This is an optimization exercise on Yosys and OpenROAD, whose aim is a short achievable clock period and few clock cycles per item, not a production implementation.
Function was checked by simulation only, so behaviour that the tests miss may differ from the original.

==> trial 11 <==
Design pulsing_led_level_controller_unit, start of the top module:
module pulsing_led_level_controller_unit (
  input  logic        clk_i,
  input  logic        rst_ni,
  input  logic        in_valid,
  output logic        in_ready,
  input  logic [1:0]  in_command,
  input  logic [31:0] in_now_ms,
  input  logic [31:0] in_last_point_ms,
  input  logic [7:0]  in_red,
  input  logic [7:0]  in_green,
  input  logic [7:0]  in_blue,
  output logic        out_valid,
  input  logic        out_ready,
  output logic [17:0] out_level,
  output logic        out_pulsing,
  output logic [7:0]  out_red,
  output logic [7:0]  out_green,
  output logic [7:0]  out_blue,
  input  logic        psel,
  input  logic        penable,
  input  logic        pwrite,
  input  logic [3:0]  paddr,
  input  logic [31:0] pwdata,
  output logic [31:0] prdata,
  output logic        pready
);
  logic [12:0] per_q;
  logic [16:0] low_q, up_q, gain_q;
  logic        wp_q;
  logic [1:0]  wi_q;
  logic [16:0] wd_q;
  logic [16:0] prd_q;
  wire         wr_en = psel & penable & pwrite;
  always_ff @(posedge clk_i or negedge rst_ni) begin
    if (!rst_ni) begin
      per_q  <= 13'd2000;
      low_q  <= 17'd3277;
      up_q   <= 17'd39322;
      gain_q <= 17'd65536;
      wp_q   <= 1'b0;
    end else begin
      wp_q <= wr_en;
      if (wp_q) begin
        case (wi_q)
          2'd0: per_q  <= wd_q[12:0];
          2'd1: low_q  <= wd_q;
          2'd2: up_q   <= wd_q;
          default: gain_q <= wd_q;
        endcase
      end
    end
  end
  logic [12:0] per_n;
  logic [16:0] low_n, up_n, gain_n;
  always_comb begin
    per_n  = per_q;
    low_n  = low_q;
    up_n   = up_q;
    gain_n = gain_q;
    if (wp_q) begin
      case (wi_q)
        2'd0: per_n  = wd_q[12:0];
        2'd1: low_n  = wd_q;
        2'd2: up_n   = wd_q;
        default: gain_n = wd_q;
      endcase
    end
  end
  always_ff @(posedge clk_i) begin
    wi_q <= paddr[3:2];
    wd_q <= pwdata[16:0];
    case (paddr[3:2])
      2'd0: prd_q <= {4'd0, per_n};
      2'd1: prd_q <= low_n;
      2'd2: prd_q <= up_n;
      default: prd_q <= gain_n;
    endcase
  end
  assign prdata = {15'd0, prd_q};
  assign pready = 1'b1;
  logic [4:0] bc1, bc2;
  wire rs1 = wp_q && (wi_q == 2'd0);
  wire rs2 = wp_q && (wi_q != 2'd3);
  ...
==> flow/config.mk <==
export PLATFORM = sky130hd
export DESIGN_NAME = pulsing_led_level_controller_unit
export DESIGN_NICKNAME = pulsing_led_level_controller_unit
export VERILOG_FILES = /design/flow/design.v
export SDC_FILE = /design/flow/constraint.sdc
export NUM_CORES = 4
export LEC_CHECK = 0
export CAP_MARGIN = 20
export CORE_MARGIN = 2
export CORE_UTILIZATION = 40
export SLEW_MARGIN = 20
==> flow/constraint.sdc <==
create_clock -name core_clock -period 11.0 [get_ports {clk_i}]
set_input_delay 2.2000 -clock core_clock [delete_from_list [all_inputs] [get_ports {clk_i}]]
set_output_delay 2.2000 -clock core_clock [all_outputs]
set_load 0.01 [all_outputs]
standard.sh (not shown) runs the stock make flow with config.mk's settings and CLKGATE_MAP_FILE= SYNTH_SCRIPT=/design/flow/synth_recipe.tcl, a recipe that flattens the netlist after the stock synthesis.
==> flow/flow/run.sh <==
#!/bin/bash
set -uo pipefail
bash standard.sh SETUP_SLACK_MARGIN=7.3 finish > orfs_make.log 2>&1
==> build 93: changes against trial 11 <==
--- a/flow/design.v
+++ b/flow/design.v
@@ -78,22 +78,22 @@
   end
   assign prdata = {15'd0, prd_q};
   assign pready = 1'b1;
   logic [4:0] bc1, bc2;
   wire rs1 = wp_q && (wi_q == 2'd0);
   wire rs2 = wp_q && (wi_q != 2'd3);
   always_ff @(posedge clk_i or negedge rst_ni) begin
     if (!rst_ni) begin
-      bc1 <= 5'd14;
-      bc2 <= 5'd14;
+      bc1 <= 5'd13;
+      bc2 <= 5'd13;
     end else begin
-      if (rs1) bc1 <= 5'd14;
+      if (rs1) bc1 <= 5'd13;
       else if (bc1 != 5'd0) bc1 <= bc1 - 5'd1;
-      if (rs2) bc2 <= 5'd14;
+      if (rs2) bc2 <= 5'd13;
       else if (bc2 != 5'd0) bc2 <= bc2 - 5'd1;
     end
   end
   wire        sg_c = up_q < low_q;
   wire [16:0] aa_c = sg_c ? (low_q - up_q) : (up_q - low_q);
   wire [18:0] p19  = {6'd0, per_q};
   wire [19:0] p20  = {7'd0, per_q};
   wire [17:0] p18  = {5'd0, per_q};
@@ -150,46 +150,34 @@
   logic [19:0] nkm7;
   logic [17:0] nkp1;
   logic [17:0] nkp2;
   logic [17:0] nkp3;
   logic [17:0] nkp4;
   logic [17:0] nkp5;
   logic [17:0] nkp6;
   logic [17:0] nkp7;
-  logic [17:0] th1;
-  logic [17:0] th2;
-  logic [17:0] th3;
-  logic [17:0] th4;
-  logic [17:0] th5;
-  logic [17:0] th6;
-  logic [17:0] th7;
+  logic [17:0] th1, ep1;
+  logic [17:0] th2, ep2;
+  logic [17:0] th3, ep3;
+  logic [17:0] th4, ep4;
+  logic [17:0] th5, ep5;
+  logic [17:0] th6, ep6;
+  logic [17:0] th7, ep7;
   logic [17:0] lv0;
   always_ff @(posedge clk_i) begin
     pz_q <= (per_q == 13'd0);
     sg_q <= sg_c;
-    kp1 <= per_q;
-    kp2 <= {per_q, 1'b0};
-    kp3 <= {per_q, 1'b0} + per_q;
-    kp4 <= {per_q, 2'b0};
-    kp5 <= {per_q, 2'b0} + per_q;
-    kp6 <= {per_q, 2'b0} + {per_q, 1'b0};
-    kp7 <= {per_q, 3'b0} - per_q;
-    kp8 <= kp4 << 1;
-    kp9 <= (kp4 << 1) + kp1;
-    kp10 <= kp5 << 1;
-    kp11 <= (kp5 << 1) + kp1;
-    kp12 <= kp6 << 1;
-    km1 <= {1'b0, kp1, 1'b0};
-    km2 <= {1'b0, kp2, 1'b0};
-    km3 <= {1'b0, kp3, 1'b0};
-    km4 <= {1'b0, kp4, 1'b0};
-    km5 <= {1'b0, kp5, 1'b0};
-    km6 <= {1'b0, kp6, 1'b0};
-    km7 <= {1'b0, kp7, 1'b0};
+    km1 <= p19 << 1;
+    km2 <= p19 << 2;
+    km3 <= (p19 << 1) + (p19 << 2);
+    km4 <= p19 << 3;
+    km5 <= (p19 << 1) + (p19 << 3);
+    km6 <= (p19 << 2) + (p19 << 3);
+    km7 <= (p19 << 4) - (p19 << 1);
     km8 <= km4 << 1;
     km9 <= (km4 << 1) + km1;
     km10 <= km5 << 1;
     km11 <= (km5 << 1) + km1;
     km12 <= km6 << 1;
     km13 <= (km6 << 1) + km1;
     km14 <= km7 << 1;
     km15 <= (km7 << 1) + km1;
@@ -204,37 +192,56 @@
     km24 <= km12 << 1;
     km25 <= (km12 << 1) + km1;
     km26 <= km13 << 1;
     km27 <= (km13 << 1) + km1;
     km28 <= km14 << 1;
     km29 <= (km14 << 1) + km1;
     km30 <= km15 << 1;
     km31 <= (km15 << 1) + km1;
-    nkm1 <= 20'd0 - {2'd0, kp1, 1'b0};
-    nkp1 <= 18'd0 - {1'b0, kp1};
-    th1 <= ({1'b0, kp1} + 18'd3) >> 2;
-    nkm2 <= 20'd0 - {2'd0, kp2, 1'b0};
-    nkp2 <= 18'd0 - {1'b0, kp2};
-    th2 <= ({1'b0, kp2} + 18'd3) >> 2;
-    nkm3 <= 20'd0 - {2'd0, kp3, 1'b0};
-    nkp3 <= 18'd0 - {1'b0, kp3};
-    th3 <= ({1'b0, kp3} + 18'd3) >> 2;
-    nkm4 <= 20'd0 - {2'd0, kp4, 1'b0};
-    nkp4 <= 18'd0 - {1'b0, kp4};
-    th4 <= ({1'b0, kp4} + 18'd3) >> 2;
-    nkm5 <= 20'd0 - {2'd0, kp5, 1'b0};
-    nkp5 <= 18'd0 - {1'b0, kp5};
-    th5 <= ({1'b0, kp5} + 18'd3) >> 2;
-    nkm6 <= 20'd0 - {2'd0, kp6, 1'b0};
-    nkp6 <= 18'd0 - {1'b0, kp6};
-    th6 <= ({1'b0, kp6} + 18'd3) >> 2;
-    nkm7 <= 20'd0 - {2'd0, kp7, 1'b0};
-    nkp7 <= 18'd0 - {1'b0, kp7};
-    th7 <= ({1'b0, kp7} + 18'd3) >> 2;
+    kp1 <= per_q;
+    kp2 <= {per_q, 1'b0};
+    kp3 <= {per_q, 1'b0} + per_q;
+    kp4 <= kp2 << 1;
+    kp5 <= (kp2 << 1) + kp1;
+    kp6 <= kp3 << 1;
+    kp7 <= (kp3 << 1) + kp1;
+    kp8 <= kp4 << 1;
+    kp9 <= (kp4 << 1) + kp1;
+    kp10 <= kp5 << 1;
+    kp11 <= (kp5 << 1) + kp1;
+    kp12 <= kp6 << 1;
+    nkm1 <= 20'd0 - (p20 << 1);
+    nkm2 <= 20'd0 - (p20 << 2);
+    nkm3 <= 20'd0 - (p20 << 1) - (p20 << 2);
+    nkm4 <= 20'd0 - (p20 << 3);
+    nkm5 <= 20'd0 - (p20 << 1) - (p20 << 3);
+    nkm6 <= 20'd0 - (p20 << 2) - (p20 << 3);
+    nkm7 <= (p20 << 1) - (p20 << 4);
+    nkp1 <= 18'd0 - p18;
+    nkp2 <= 18'd0 - (p18 << 1);
+    nkp3 <= 18'd0 - (p18 << 1) - p18;
+    nkp4 <= 18'd0 - (p18 << 2);
+    nkp5 <= 18'd0 - (p18 << 2) - p18;
+    nkp6 <= 18'd0 - (p18 << 2) - (p18 << 1);
+    nkp7 <= p18 - (p18 << 3);
+    th1 <= ((p18 << 0) + 18'd3) >> 2;
+    th2 <= ((p18 << 1) + 18'd3) >> 2;
+    th3 <= ((p18 << 0) + (p18 << 1) + 18'd3) >> 2;
+    th4 <= ((p18 << 2) + 18'd3) >> 2;
+    th5 <= ((p18 << 0) + (p18 << 2) + 18'd3) >> 2;
+    th6 <= ((p18 << 1) + (p18 << 2) + 18'd3) >> 2;
+    th7 <= ((p18 << 0) + (p18 << 1) + (p18 << 2) + 18'd3) >> 2;
+    ep1 <= (p18 << 0);
+    ep2 <= (p18 << 1);
+    ep3 <= (p18 << 0) + (p18 << 1);
+    ep4 <= (p18 << 2);
+    ep5 <= (p18 << 0) + (p18 << 2);
+    ep6 <= (p18 << 1) + (p18 << 2);
+    ep7 <= (p18 << 0) + (p18 << 1) + (p18 << 2);
     lv0 <= {1'b0, low_q} + 18'd655;
   end
   logic [13:0] e1v, e1p;
   wire e1ag0 = 1'b1;
   wire e1ag1 = ({4'd0, e1v} >= th1);
   wire [13:0] e1ad1 = {e1v[10:0], 3'd0} + nkm1[13:0];
   wire e1ag2 = ({4'd0, e1v} >= th2);
   wire [13:0] e1ad2 = {e1v[10:0], 3'd0} + nkm2[13:0];
@@ -342,17 +349,17 @@
   logic [13:0] m25;
   logic [13:0] m26;
   logic [13:0] m27;
   logic [13:0] m28;
   logic [13:0] m29;
   logic [13:0] m30;
   logic [13:0] m31;
   always_ff @(posedge clk_i) begin
-    e1v <= (bc1 >= 5'd13) ? 14'd1 : e1an;
+    e1v <= (bc1 == 5'd13) ? 14'd1 : e1an;
     e1p <= e1v;
     if (bc1 == 5'd11) m1 <= e1bn;
     if (bc1 == 5'd11) m2 <= e1cn;
     if (bc1 == 5'd12) m3 <= e1an;
     if (bc1 == 5'd10) m4 <= e1bn;
     if (bc1 == 5'd10) m5 <= e1cn;
     if (bc1 == 5'd11) m6 <= e1an;
     if (bc1 == 5'd9) m7 <= e1bn;
@@ -383,29 +390,29 @@
   end
   wire [13:0] m0 = 14'd1;
   logic [16:0] e2d;
   logic [12:0] e2r, e2rp;
   logic [17:0] e2q, e2qp;
   logic [2:0]  e2bp;
   wire [15:0] e2ax = {e2r, e2d[16:14]};
   wire e2ag0 = 1'b1;
-  wire e2ag1 = ({1'd0, e2ax} >= kp1);
+  wire e2ag1 = ({2'd0, e2ax} >= ep1);
   wire [12:0] e2ad1 = e2ax[12:0] + nkp1[12:0];
-  wire e2ag2 = ({1'd0, e2ax} >= kp2);
+  wire e2ag2 = ({2'd0, e2ax} >= ep2);
   wire [12:0] e2ad2 = e2ax[12:0] + nkp2[12:0];
-  wire e2ag3 = ({1'd0, e2ax} >= kp3);
+  wire e2ag3 = ({2'd0, e2ax} >= ep3);
   wire [12:0] e2ad3 = e2ax[12:0] + nkp3[12:0];
-  wire e2ag4 = ({1'd0, e2ax} >= kp4);
+  wire e2ag4 = ({2'd0, e2ax} >= ep4);
   wire [12:0] e2ad4 = e2ax[12:0] + nkp4[12:0];
-  wire e2ag5 = ({1'd0, e2ax} >= kp5);
+  wire e2ag5 = ({2'd0, e2ax} >= ep5);
   wire [12:0] e2ad5 = e2ax[12:0] + nkp5[12:0];
-  wire e2ag6 = ({1'd0, e2ax} >= kp6);
+  wire e2ag6 = ({2'd0, e2ax} >= ep6);
   wire [12:0] e2ad6 = e2ax[12:0] + nkp6[12:0];
-  wire e2ag7 = ({1'd0, e2ax} >= kp7);
+  wire e2ag7 = ({2'd0, e2ax} >= ep7);
   wire [12:0] e2ad7 = e2ax[12:0] + nkp7[12:0];
   wire [12:0] e2ad0 = e2ax[12:0];
   logic [12:0] e2an;
   always_comb begin
     e2an = '0;
     e2an = e2an | ({13{(e2ag0 & !e2ag1)}} & e2ad0);
     e2an = e2an | ({13{(e2ag1 & !e2ag2)}} & e2ad1);
     e2an = e2an | ({13{(e2ag2 & !e2ag3)}} & e2ad2);
@@ -494,21 +501,21 @@
   logic [12:0] rt9;
   logic [17:0] qt10;
   logic [12:0] rt10;
   logic [17:0] qt11;
   logic [12:0] rt11;
   logic [17:0] qt12;
   logic [12:0] rt12;
   always_ff @(posedge clk_i) begin
-    if (bc2 == 5'd14) begin
+    if (bc2 == 5'd13) begin
       e2d <= aa_c;
       e2r <= 13'd0;
       e2q <= 18'd0;
-    end else if (bc2 != 5'd13) begin
+    end else begin
       e2d <= e2d << 3;
       e2r <= e2an;
       e2q <= e2qa;
     end
     e2rp <= e2r;
     e2qp <= e2q;
     e2bp <= e2d[16:14];
     if (bc2 == 5'd6) begin qt0 <= e2qc; rt0 <= e2cn; end
@@ -813,18 +820,18 @@
   wire [19:0] ge30_l0_0_c = {ge30_l0_0_m[18:0], 1'b0};
   wire [19:0] gs30 = ge30_l0_0_s + ge30_l0_0_c + 20'd1;
   assign ge2[30] = !gs30[19];
   wire [19:0] ge31_l0_0_s = {1'b0, a1[0]} ^ {1'b0, a1[1]} ^ {1'b1, ~km31};
   wire [19:0] ge31_l0_0_m = ({1'b0, a1[0]} & {1'b0, a1[1]}) | ({1'b0, a1[0]} & {1'b1, ~km31}) | ({1'b0, a1[1]} & {1'b1, ~km31});
   wire [19:0] ge31_l0_0_c = {ge31_l0_0_m[18:0], 1'b0};
   wire [19:0] gs31 = ge31_l0_0_s + ge31_l0_0_c + 20'd1;
   assign ge2[31] = !gs31[19];
-  wire [13:0] sp_l0_0_s = a1[0][13:0] ^ a1[1][13:0] ^ ~kp1[13:0];
-  wire [13:0] sp_l0_0_m = (a1[0][13:0] & a1[1][13:0]) | (a1[0][13:0] & ~kp1[13:0]) | (a1[1][13:0] & ~kp1[13:0]);
+  wire [13:0] sp_l0_0_s = a1[0][13:0] ^ a1[1][13:0] ^ ~{1'b0, per_q};
+  wire [13:0] sp_l0_0_m = (a1[0][13:0] & a1[1][13:0]) | (a1[0][13:0] & ~{1'b0, per_q}) | (a1[1][13:0] & ~{1'b0, per_q});
   wire [13:0] sp_l0_0_c = {sp_l0_0_m[12:0], 1'b0};
   logic [31:1] ge2q;
   logic [13:0] sp2;
   logic [1:0] cmd2; logic el2; logic [23:0] c2;
   always_ff @(posedge clk_i) begin
     ge2q <= ge2;
     sp2 <= sp_l0_0_s + sp_l0_0_c + 14'd1;
     cmd2 <= cmd1; el2 <= el1; c2 <= c1;
@@ -951,16 +958,25 @@
     r5[1] <= rs_l3_0_c;
     q5[2] <= qs_l2_1_c;
     r5[2] <= rs_l2_1_c;
     cmd5 <= cmd4; el5 <= el4; c5 <= c4;
   end
   wire [17:0] t1_l0_0_s = q5[0] ^ q5[1] ^ q5[2];
   wire [17:0] t1_l0_0_m = (q5[0] & q5[1]) | (q5[0] & q5[2]) | (q5[1] & q5[2]);
   wire [17:0] t1_l0_0_c = {t1_l0_0_m[16:0], 1'b0};
+  wire [17:0] t1_l1_0_s = t1_l0_0_s ^ t1_l0_0_c ^ {1'b0, low_q};
+  wire [17:0] t1_l1_0_m = (t1_l0_0_s & t1_l0_0_c) | (t1_l0_0_s & {1'b0, low_q}) | (t1_l0_0_c & {1'b0, low_q});
+  wire [17:0] t1_l1_0_c = {t1_l1_0_m[16:0], 1'b0};
+  wire [17:0] t1v_l0_0_s = q5[0] ^ q5[1] ^ q5[2];
+  wire [17:0] t1v_l0_0_m = (q5[0] & q5[1]) | (q5[0] & q5[2]) | (q5[1] & q5[2]);
+  wire [17:0] t1v_l0_0_c = {t1v_l0_0_m[16:0], 1'b0};
+  wire [17:0] t1v_l1_0_s = t1v_l0_0_s ^ t1v_l0_0_c ^ lv0;
+  wire [17:0] t1v_l1_0_m = (t1v_l0_0_s & t1v_l0_0_c) | (t1v_l0_0_s & lv0) | (t1v_l0_0_c & lv0);
+  wire [17:0] t1v_l1_0_c = {t1v_l1_0_m[16:0], 1'b0};
   wire [16:0] t2_l0_0_s = r5[0] ^ r5[1] ^ r5[2];
   wire [16:0] t2_l0_0_m = (r5[0] & r5[1]) | (r5[0] & r5[2]) | (r5[1] & r5[2]);
   wire [16:0] t2_l0_0_c = {t2_l0_0_m[15:0], 1'b0};
   wire [24:0] cgrr_l0_0_s = ({25{c5[16]}} & ({8'd0, gain_q} << 0)) ^ ({25{c5[17]}} & ({8'd0, gain_q} << 1)) ^ ({25{c5[18]}} & ({8'd0, gain_q} << 2));
   wire [24:0] cgrr_l0_0_m = (({25{c5[16]}} & ({8'd0, gain_q} << 0)) & ({25{c5[17]}} & ({8'd0, gain_q} << 1))) | (({25{c5[16]}} & ({8'd0, gain_q} << 0)) & ({25{c5[18]}} & ({8'd0, gain_q} << 2))) | (({25{c5[17]}} & ({8'd0, gain_q} << 1)) & ({25{c5[18]}} & ({8'd0, gain_q} << 2)));
   wire [24:0] cgrr_l0_0_c = {cgrr_l0_0_m[23:0], 1'b0};
   wire [24:0] cgrr_l0_1_s = ({25{c5[19]}} & ({8'd0, gain_q} << 3)) ^ ({25{c5[20]}} & ({8'd0, gain_q} << 4)) ^ ({25{c5[21]}} & ({8'd0, gain_q} << 5));
   wire [24:0] cgrr_l0_1_m = (({25{c5[19]}} & ({8'd0, gain_q} << 3)) & ({25{c5[20]}} & ({8'd0, gain_q} << 4))) | (({25{c5[19]}} & ({8'd0, gain_q} << 3)) & ({25{c5[21]}} & ({8'd0, gain_q} << 5))) | (({25{c5[20]}} & ({8'd0, gain_q} << 4)) & ({25{c5[21]}} & ({8'd0, gain_q} << 5)));
@@ -1008,22 +1024,23 @@
   wire [24:0] cgrb_l1_1_m = (cgrb_l0_1_c & ({25{c5[6]}} & ({8'd0, gain_q} << 6))) | (cgrb_l0_1_c & ({25{c5[7]}} & ({8'd0, gain_q} << 7))) | (({25{c5[6]}} & ({8'd0, gain_q} << 6)) & ({25{c5[7]}} & ({8'd0, gain_q} << 7)));
   wire [24:0] cgrb_l1_1_c = {cgrb_l1_1_m[23:0], 1'b0};
   wire [24:0] cgrb_l2_0_s = cgrb_l1_0_s ^ cgrb_l1_0_c ^ cgrb_l1_1_s;
   wire [24:0] cgrb_l2_0_m = (cgrb_l1_0_s & cgrb_l1_0_c) | (cgrb_l1_0_s & cgrb_l1_1_s) | (cgrb_l1_0_c & cgrb_l1_1_s);
   wire [24:0] cgrb_l2_0_c = {cgrb_l2_0_m[23:0], 1'b0};
   wire [24:0] cgrb_l3_0_s = cgrb_l2_0_s ^ cgrb_l2_0_c ^ cgrb_l1_1_c;
   wire [24:0] cgrb_l3_0_m = (cgrb_l2_0_s & cgrb_l2_0_c) | (cgrb_l2_0_s & cgrb_l1_1_c) | (cgrb_l2_0_c & cgrb_l1_1_c);
   wire [24:0] cgrb_l3_0_c = {cgrb_l3_0_m[23:0], 1'b0};
-  logic [17:0] t1_6;
+  logic [17:0] w6, wv6;
   logic [16:0] t2_6;
   logic [24:0] cga6r, cgb6r, cga6g, cgb6g, cga6b, cgb6b;
   logic [1:0] cmd6; logic el6;
   always_ff @(posedge clk_i) begin
-    t1_6 <= t1_l0_0_s + t1_l0_0_c;
+    w6 <= t1_l1_0_s + t1_l1_0_c;
+    wv6 <= t1v_l1_0_s + t1v_l1_0_c;
     t2_6 <= t2_l0_0_s + t2_l0_0_c;
     cga6r <= cgrr_l3_0_s;
     cgb6r <= cgrr_l3_0_c;
     cga6g <= cgrg_l3_0_s;
     cgb6g <= cgrg_l3_0_c;
     cga6b <= cgrb_l3_0_s;
     cgb6b <= cgrb_l3_0_c;
     cmd6 <= cmd5; el6 <= el5;
@@ -1059,18 +1076,18 @@
     k2 = k2 | ({4{(!pz_q & g2_12 & !g2_13)}} & 4'd12);
   end
   logic [3:0]  k2_7a;
   logic [17:0] w7a, wv7a;
   logic [24:0] cg7ar, cg7ag, cg7ab;
   logic [1:0] cmd7a; logic el7a;
   always_ff @(posedge clk_i) begin
     k2_7a <= k2;
-    w7a <= {1'b0, low_q} + t1_6;
-    wv7a <= lv0 + t1_6;
+    w7a <= w6;
+    wv7a <= wv6;
     cg7ar <= cga6r + cgb6r;
     cg7ag <= cga6g + cgb6g;
     cg7ab <= cga6b + cgb6b;
     cmd7a <= cmd6; el7a <= el6;
   end
   wire [17:0] k2x = {14'd0, k2_7a} ^ {18{sg_q}};
   logic [17:0] w7, wv7;
   logic [24:0] cg7r, cg7g, cg7b;
==> comparison <==
First-iteration DRC count: trial 11 is lower than build 93 (9.8%).
In build 93 the synthesized cell count is higher than in trial 11, by about 2%.
Between trial 11 and build 93, the lower hold slack is in build 93 (gap 14 ps).
Of trial 11 and build 93, trial 11 has the higher sequential share of layout area (gap 0.61 points).
Between build 93 and trial 11, the lower clock skew is in build 93 (gap 37 ps).
Of trial 11 and build 93, trial 11 has the higher worst setup slack (gap 33 ps).
Against trial 11, the design area of build 93 is higher by 2.5%.
Against trial 11, the utilization of build 93 is higher by 0.30 points.
Critical path depth: build 93 is higher than trial 11 (15).
==> figures <==
                                                              trial 11  build 93
Status                                no timing/DRC/antenna violations  no timing/DRC/antenna violations
Met3 Wirelength                                                62.7 mm   68.9 mm
Maximum number of pins on one net before global-route repair        75        89
Highest-delay cell along the critical path                     dfrtp_2   dfstp_4
HPWL reported at the end of detailed placement                  541 mm    552 mm
Post-layout min period                                         3950 ps   3980 ps
Adder-cell share of the synthesized area                         30.0%     30.1%
Repair and plain buffers                                           679       809
Xor-xnor portion of the synthesized cell area                    3.33%     3.37%
Met2 track demand over resource                                  38.8%     37.6%
Share of cell area taken by flip-flops and latches               33.8%     33.2%
Multi-input gate share of the layout cell area                   49.9%     50.3%
Routability congestion estimate from global placement            0.979     0.973
Starting DRT DRC Count                                           14900     16500
Post-synth top area share                                        20.2%     20.2%
Complex-gate fraction of the synthesized area                    9.65%     9.92%
Total Wirelength                                                774 mm    788 mm
Count of non-CTS inverters in the layout                          3588      3686
Number of placement rows                                           290       293
CLK BUF                                                            622       600
Testbench counts of trial 11, summed over its fixed seeds: cycles 10,176, items 9,600.
Testbench counts of build 93, summed over its fixed seeds: cycles 10,176, items 9,600.

-- afterwards: timing with drivers on the ports --
How much do the figures lean on ideal ports? The routed layouts below were timed once more, with nothing changed but the port constraints.
Step 1 assumes that a clkbuf_16 drives the clock port and a buf_2 every other input.
Step 2 adds t to the input delays and takes it off the output delays; t is the mean of the earliest and latest rising clock arrival at the registers after step 1. Input paths then give back, and output paths get back, about the clock's delay inside the block.
a / b / c = no drivers / after step 1 / after step 2; a / b = the first two.
run | t, ns | setup WS [ns] | latest minus earliest clock arrival (ns) | worst data-port slew with drivers (ns) | cell pins on the clock port's net
trial 11 | 1.175 | 7.050 / 6.921 / 6.212 | 0.175 / 0.175 | 0.21 | 1
build 93 | 1.180 | 7.018 / 6.912 / 6.253 | 0.169 / 0.169 | 0.42 | 1
After both steps setup and hold are still met in every run listed. The setup slack of trial 11, which loses most, moves by -0.129 ns with the drivers and by -0.838 ns with both steps.
